From an optimization exercise on the open Yosys and OpenROAD flow, aimed at small area; shortcuts taken in it are not production practice.
Function was checked by simulation only, so behaviour that the tests miss may differ from the original.
Power figures rest on the tool's default switching activity, not on a simulated workload.

Setup of v24:
// pipeTop
module pipeTop
(
	input  logic        CLK,
	input  logic        RSTB,
	input  logic        PSEL,
	input  logic        PENABLE,
	input  logic        PWRITE,
	input  logic [11:0] PADDR,
	input  logic [31:0] PWDATA,
	output logic [31:0] PRDATA,
	output logic        PREADY,
	output logic        PSLVERR
);
==> flow/config.mk <==
export PLATFORM = sky130hd
export DESIGN_NAME = pipeTop
export DESIGN_NICKNAME = pipeTop
export VERILOG_FILES = /design/flow/design.v
export SDC_FILE = /design/flow/constraint.sdc
export NUM_CORES = 4
export LEC_CHECK = 0
export ABC_AREA = 1
export CAP_MARGIN = 20
export CORE_MARGIN = 2
export CORE_UTILIZATION = 55
export SLEW_MARGIN = 20
==> flow/constraint.sdc <==
create_clock -name core_clock -period 5.0 [get_ports {CLK}]
set_input_delay 1.0000 -clock core_clock [delete_from_list [all_inputs] [get_ports {CLK}]]
set_output_delay 1.0000 -clock core_clock [all_outputs]
set_load 0.01 [all_outputs]
standard.sh (not shown) runs the stock make flow with config.mk's settings and CLKGATE_MAP_FILE= SYNTH_SCRIPT=/design/flow/synth_recipe.tcl, a recipe that flattens the netlist after the stock synthesis.
==> flow/flow/run.sh <==
#!/bin/bash
# The standard layout with four changes:
#  - after the standard synthesis, the gates between the registers are
#    re-mapped by Yosys/ABC for area (registers untouched, see remap.ys);
#  - the constant-zero outputs PRDATA[31:16] share one tie cell
#    (remap.ys maps them to one, and the tie fanout repair is skipped);
#  - clock tree synthesis without dummy loads, with the leaf clusters of
#    flow/cts_args.txt;
#  - port buffers of the smallest buffer.
# Each tool's output goes to its own log in this folder.
set -euo pipefail
export CTS_ARGS="-sink_clustering_enable -repair_clock_nets -dont_use_dummy_load $(cat flow/cts_args.txt)"
export BUFFER_PORTS_ARGS="-buffer_cell sky130_fd_sc_hd__buf_1"
export SKIP_REPAIR_TIE_FANOUT=1
R=orfs/results/${FLOW_PLATFORM}/pipeTop/base
LIB=${FLOW_HOME}/platforms/${FLOW_PLATFORM}/lib/sky130_fd_sc_hd__tt_025C_1v80.lib
YOSYS=yosys
if [[ -x ${FLOW_HOME}/../tools/install/yosys/bin/yosys ]]; then YOSYS=${FLOW_HOME}/../tools/install/yosys/bin/yosys; fi
bash standard.sh synth > standard_synth.log 2>&1
cp $R/1_2_yosys.v standard_netlist.v
sed -e "s|@LIB@|$LIB|g" -e "s|@IN@|$PWD/standard_netlist.v|" -e "s|@OUT@|$PWD/remapped.v|" flow/remap.ys > remap_run.ys
$YOSYS -q -s remap_run.ys -l remap_yosys.log > /dev/null 2>&1
cp remapped.v $R/1_2_yosys.v
rm -f $R/1_synth.odb $R/1_synth.sdc
bash standard.sh > standard_flow.log 2>&1
==> flow/flow/cts_args.txt <==
-buf_list sky130_fd_sc_hd__clkbuf_8 -sink_clustering_size 21 -sink_clustering_max_diameter 60
==> flow/flow/remap.ys <==
# Re-map the combinational logic of the standard synthesis netlist for area.
# Flip-flop cells stay as they are (kept as black boxes), so every register
# keeps its name and cell type; only the gates between them are re-mapped.
read_liberty -ignore_miss_func @LIB@
blackbox sky130_fd_sc_hd__dfxtp_1 sky130_fd_sc_hd__edfxtp_1 sky130_fd_sc_hd__dfrtp_1 sky130_fd_sc_hd__dfstp_1 sky130_fd_sc_hd__dfxbp_1 sky130_fd_sc_hd__dfrbp_1
read_verilog @IN@
hierarchy -top pipeTop
flatten
opt -purge
abc -liberty @LIB@ -dont_use sky130_fd_sc_hd__lpflow_bleeder_1 -dont_use sky130_fd_sc_hd__lpflow_clkbufkapwr_1 -dont_use sky130_fd_sc_hd__lpflow_clkbufkapwr_16 -dont_use sky130_fd_sc_hd__lpflow_clkbufkapwr_2 -dont_use sky130_fd_sc_hd__lpflow_clkbufkapwr_4 -dont_use sky130_fd_sc_hd__lpflow_clkbufkapwr_8 -dont_use sky130_fd_sc_hd__lpflow_clkinvkapwr_1 -dont_use sky130_fd_sc_hd__lpflow_clkinvkapwr_16 -dont_use sky130_fd_sc_hd__lpflow_clkinvkapwr_2 -dont_use sky130_fd_sc_hd__lpflow_clkinvkapwr_4 -dont_use sky130_fd_sc_hd__lpflow_clkinvkapwr_8 -dont_use sky130_fd_sc_hd__lpflow_decapkapwr_12 -dont_use sky130_fd_sc_hd__lpflow_decapkapwr_3 -dont_use sky130_fd_sc_hd__lpflow_decapkapwr_4 -dont_use sky130_fd_sc_hd__lpflow_decapkapwr_6 -dont_use sky130_fd_sc_hd__lpflow_decapkapwr_8 -dont_use sky130_fd_sc_hd__lpflow_inputiso0n_1 -dont_use sky130_fd_sc_hd__lpflow_inputiso0p_1 -dont_use sky130_fd_sc_hd__lpflow_inputiso1n_1 -dont_use sky130_fd_sc_hd__lpflow_inputiso1p_1 -dont_use sky130_fd_sc_hd__lpflow_inputisolatch_1 -dont_use sky130_fd_sc_hd__lpflow_isobufsrc_1 -dont_use sky130_fd_sc_hd__lpflow_isobufsrc_16 -dont_use sky130_fd_sc_hd__lpflow_isobufsrc_2 -dont_use sky130_fd_sc_hd__lpflow_isobufsrc_4 -dont_use sky130_fd_sc_hd__lpflow_isobufsrc_8 -dont_use sky130_fd_sc_hd__lpflow_isobufsrckapwr_16 -dont_use sky130_fd_sc_hd__lpflow_lsbuf_lh_hl_isowell_tap_1 -dont_use sky130_fd_sc_hd__lpflow_lsbuf_lh_hl_isowell_tap_2 -dont_use sky130_fd_sc_hd__lpflow_lsbuf_lh_hl_isowell_tap_4 -dont_use sky130_fd_sc_hd__lpflow_lsbuf_lh_isowell_4 -dont_use sky130_fd_sc_hd__lpflow_lsbuf_lh_isowell_tap_1 -dont_use sky130_fd_sc_hd__lpflow_lsbuf_lh_isowell_tap_2 -dont_use sky130_fd_sc_hd__lpflow_lsbuf_lh_isowell_tap_4 -dont_use sky130_fd_sc_hd__probe_p_8 -dont_use sky130_fd_sc_hd__probec_p_8  -script "+strash;dch;map -a;"
opt_clean -purge
hilomap -singleton -hicell sky130_fd_sc_hd__conb_1 HI -locell sky130_fd_sc_hd__conb_1 LO
opt_clean -purge

opt_clean -purge
stat -liberty @LIB@
write_verilog -noattr -noexpr -nohex -nodec @OUT@
v24 finished all stages; the layout is clean.
--- input diff v24..v55 ---
- SLEW_MARGIN now 5, was 20
- CAP_MARGIN now 5, was 20
- CORE_UTILIZATION now 45, was 55
## What came out
[v55] initial antenna violation count rose 1 relative to v24
v24 → v55: met3 routed wirelength now larger; global-route usage now smaller; number of stages on the worst setup path comparable; final area now larger.
v55 reports a higher last weighted congestion value of the routability-driven placer than v24 does.
There was hardly any difference in synthesized cell count between v24 and v55.
Between v24 and v55, the net switching share of the total power does not differ in any meaningful way.
Setup changes, v55 to v25
- SLEW_MARGIN changed from 5 to 20
- CORE_UTILIZATION changed from 45 to 65
- CAP_MARGIN changed from 5 to 20
Findings:
Compared with v55, in v25 multi-input combinational area share level, power share of the sequential group barely changed, met1 wire length went down 410 µm. A highest routed metal layer of met4 is what v25 shows, while met5 belongs to v55. v25 vs v55 — register-to-register slack dropped 0.09 ns. Looking at total wirelength of the detailed-routed design, v25 sits about 2% below v55. Diff v55 -> v25 | detailed-routed wire length on met2 | down slightly. The worst-case setup margin in the final layout of v25 exceeds that of v55 by 0.068 ns. The well tap count in v25 sits 205 below the value recorded for v55.
## Diff of input files: v27 against v25
- swapping 65 for 55 in CORE_UTILIZATION
-- flow/flow/run.sh --
<<< v25, line 2
# The standard layout with four changes:
>>> v27, line 2
# The standard layout with three changes:
<<< v25, line 5
#  - the constant-zero outputs PRDATA[31:16] share one tie cell
#    (remap.ys maps them to one, and the tie fanout repair is skipped);
#  - clock tree synthesis without dummy loads, with the leaf clusters of
#    flow/cts_args.txt;
>>> v27, line 5
#  - clock tree synthesis without dummy loads;
==> flow/flow/cts_args.txt <==
-buf_list sky130_fd_sc_hd__clkbuf_8
--- outcome ---
Number of cells upsized or downsized after cts: v25 vs v27 identical
Summary of v27 over v25: share of the clock period used by the worst path after layout now sits higher; core occupancy in the finished layout now sits lower.
Delta (v27 minus v25): slew of the pin with the lowest slew margin lost 0.051 ns; length of the first detailed-routing pass in iterations picked up an extra 2.
The following lists how v46 was set up differently from v27:
==> flow/flow/cts_args.txt <==
-buf_list sky130_fd_sc_hd__clkbuf_8 -sink_clustering_size 22 -sink_clustering_max_diameter 50
Results
Sort v46 and v27 by minimum hold slack, ascending, and v46 comes first. In the metrics for v46 and v27, the one carrying the higher total design power is v27. The length of routed met2 wiring of v46 falls short of that of v27 by about 7%. Taking v27 as the reference point, the fraction of met3 tracks used by global routing of v46 falls by 1.1 points. Summary: with v27 as the reference, total clock network power in v46 moved down by more than a quarter. v46 ends up with lower final-layout clock buffer total than v27 does. Between v27 and v46, the relative contribution of combinational cells to total power figures differ only marginally. Lower maximum cell stage delay along the critical path among v46 and v27: v27. Number of stages on the worst setup path came out exactly the same in v46 and v27.
The following lists how v26 was set up differently from v46:
-- flow/flow/run.sh --
<<< v46, line 11
export SKIP_REPAIR_TIE_FANOUT=1
>>> v26, line 11
-- flow/flow/remap.ys --
<<< v46, line 12
hilomap -singleton -hicell sky130_fd_sc_hd__conb_1 HI -locell sky130_fd_sc_hd__conb_1 LO
>>> v26, line 12
hilomap -hicell sky130_fd_sc_hd__conb_1 HI -locell sky130_fd_sc_hd__conb_1 LO
<<< v46, line 14

>>> v26, line 14
insbuf -buf sky130_fd_sc_hd__buf_4 A X
Results
v46 and v26 ended up with nearly the same portion of total power attributed to combinational logic. Looking only at part of the cycle the worst path needs, and setting everything else aside, the higher value of v46 and v26 goes to v26. On wire length of the first global-routing pass, v26 does better than v46.

afterwards: timing with drivers on the ports:
Ports are ideal in the flow. The routed layouts listed here were re-timed in OpenROAD. Step 1, drivers: a clkbuf_16 drives CLK and a buf_2 each remaining input, both assumed. Step 2 times the ports against the registers' clock, not the clock port: input delays grow and output delays shrink by t, the midpoint of the rising clock arrivals with the driver on. Slacks: ideal ports / drivers / drivers and shift; pairs: ideal ports / drivers.
run | t, ns | setup slack, ns | worst setup path at the end | latest minus earliest clock arrival (ns) | slew at the worst register clock pin (ns)
v24 | 0.677 | 0.966 / 0.918 / 0.834 | input to register | 0.056 / 0.056 | 0.12 / 0.12
v55 | 0.662 | 0.913 / 0.867 / 0.794 | input to register | 0.061 / 0.060 | 0.12 / 0.12
v25 | 0.653 | 0.982 / 0.936 / 0.901 | input to register | 0.086 / 0.086 | 0.12 / 0.12
v27 | 0.685 | 0.898 / 0.849 / 0.865 | input to register | 0.057 / 0.056 | 0.06 / 0.06
v46 | 0.684 | 0.974 / 0.927 / 0.843 | input to register | 0.069 / 0.069 | 0.12 / 0.12
v26 | 0.679 | 0.945 / 0.898 / 0.850 | input to register | 0.079 / 0.080 | 0.12 / 0.12
After both steps every run listed still meets setup and hold. For v24, which loses most, drivers alone change the setup slack by -0.048 ns; drivers and shift together by -0.132 ns.
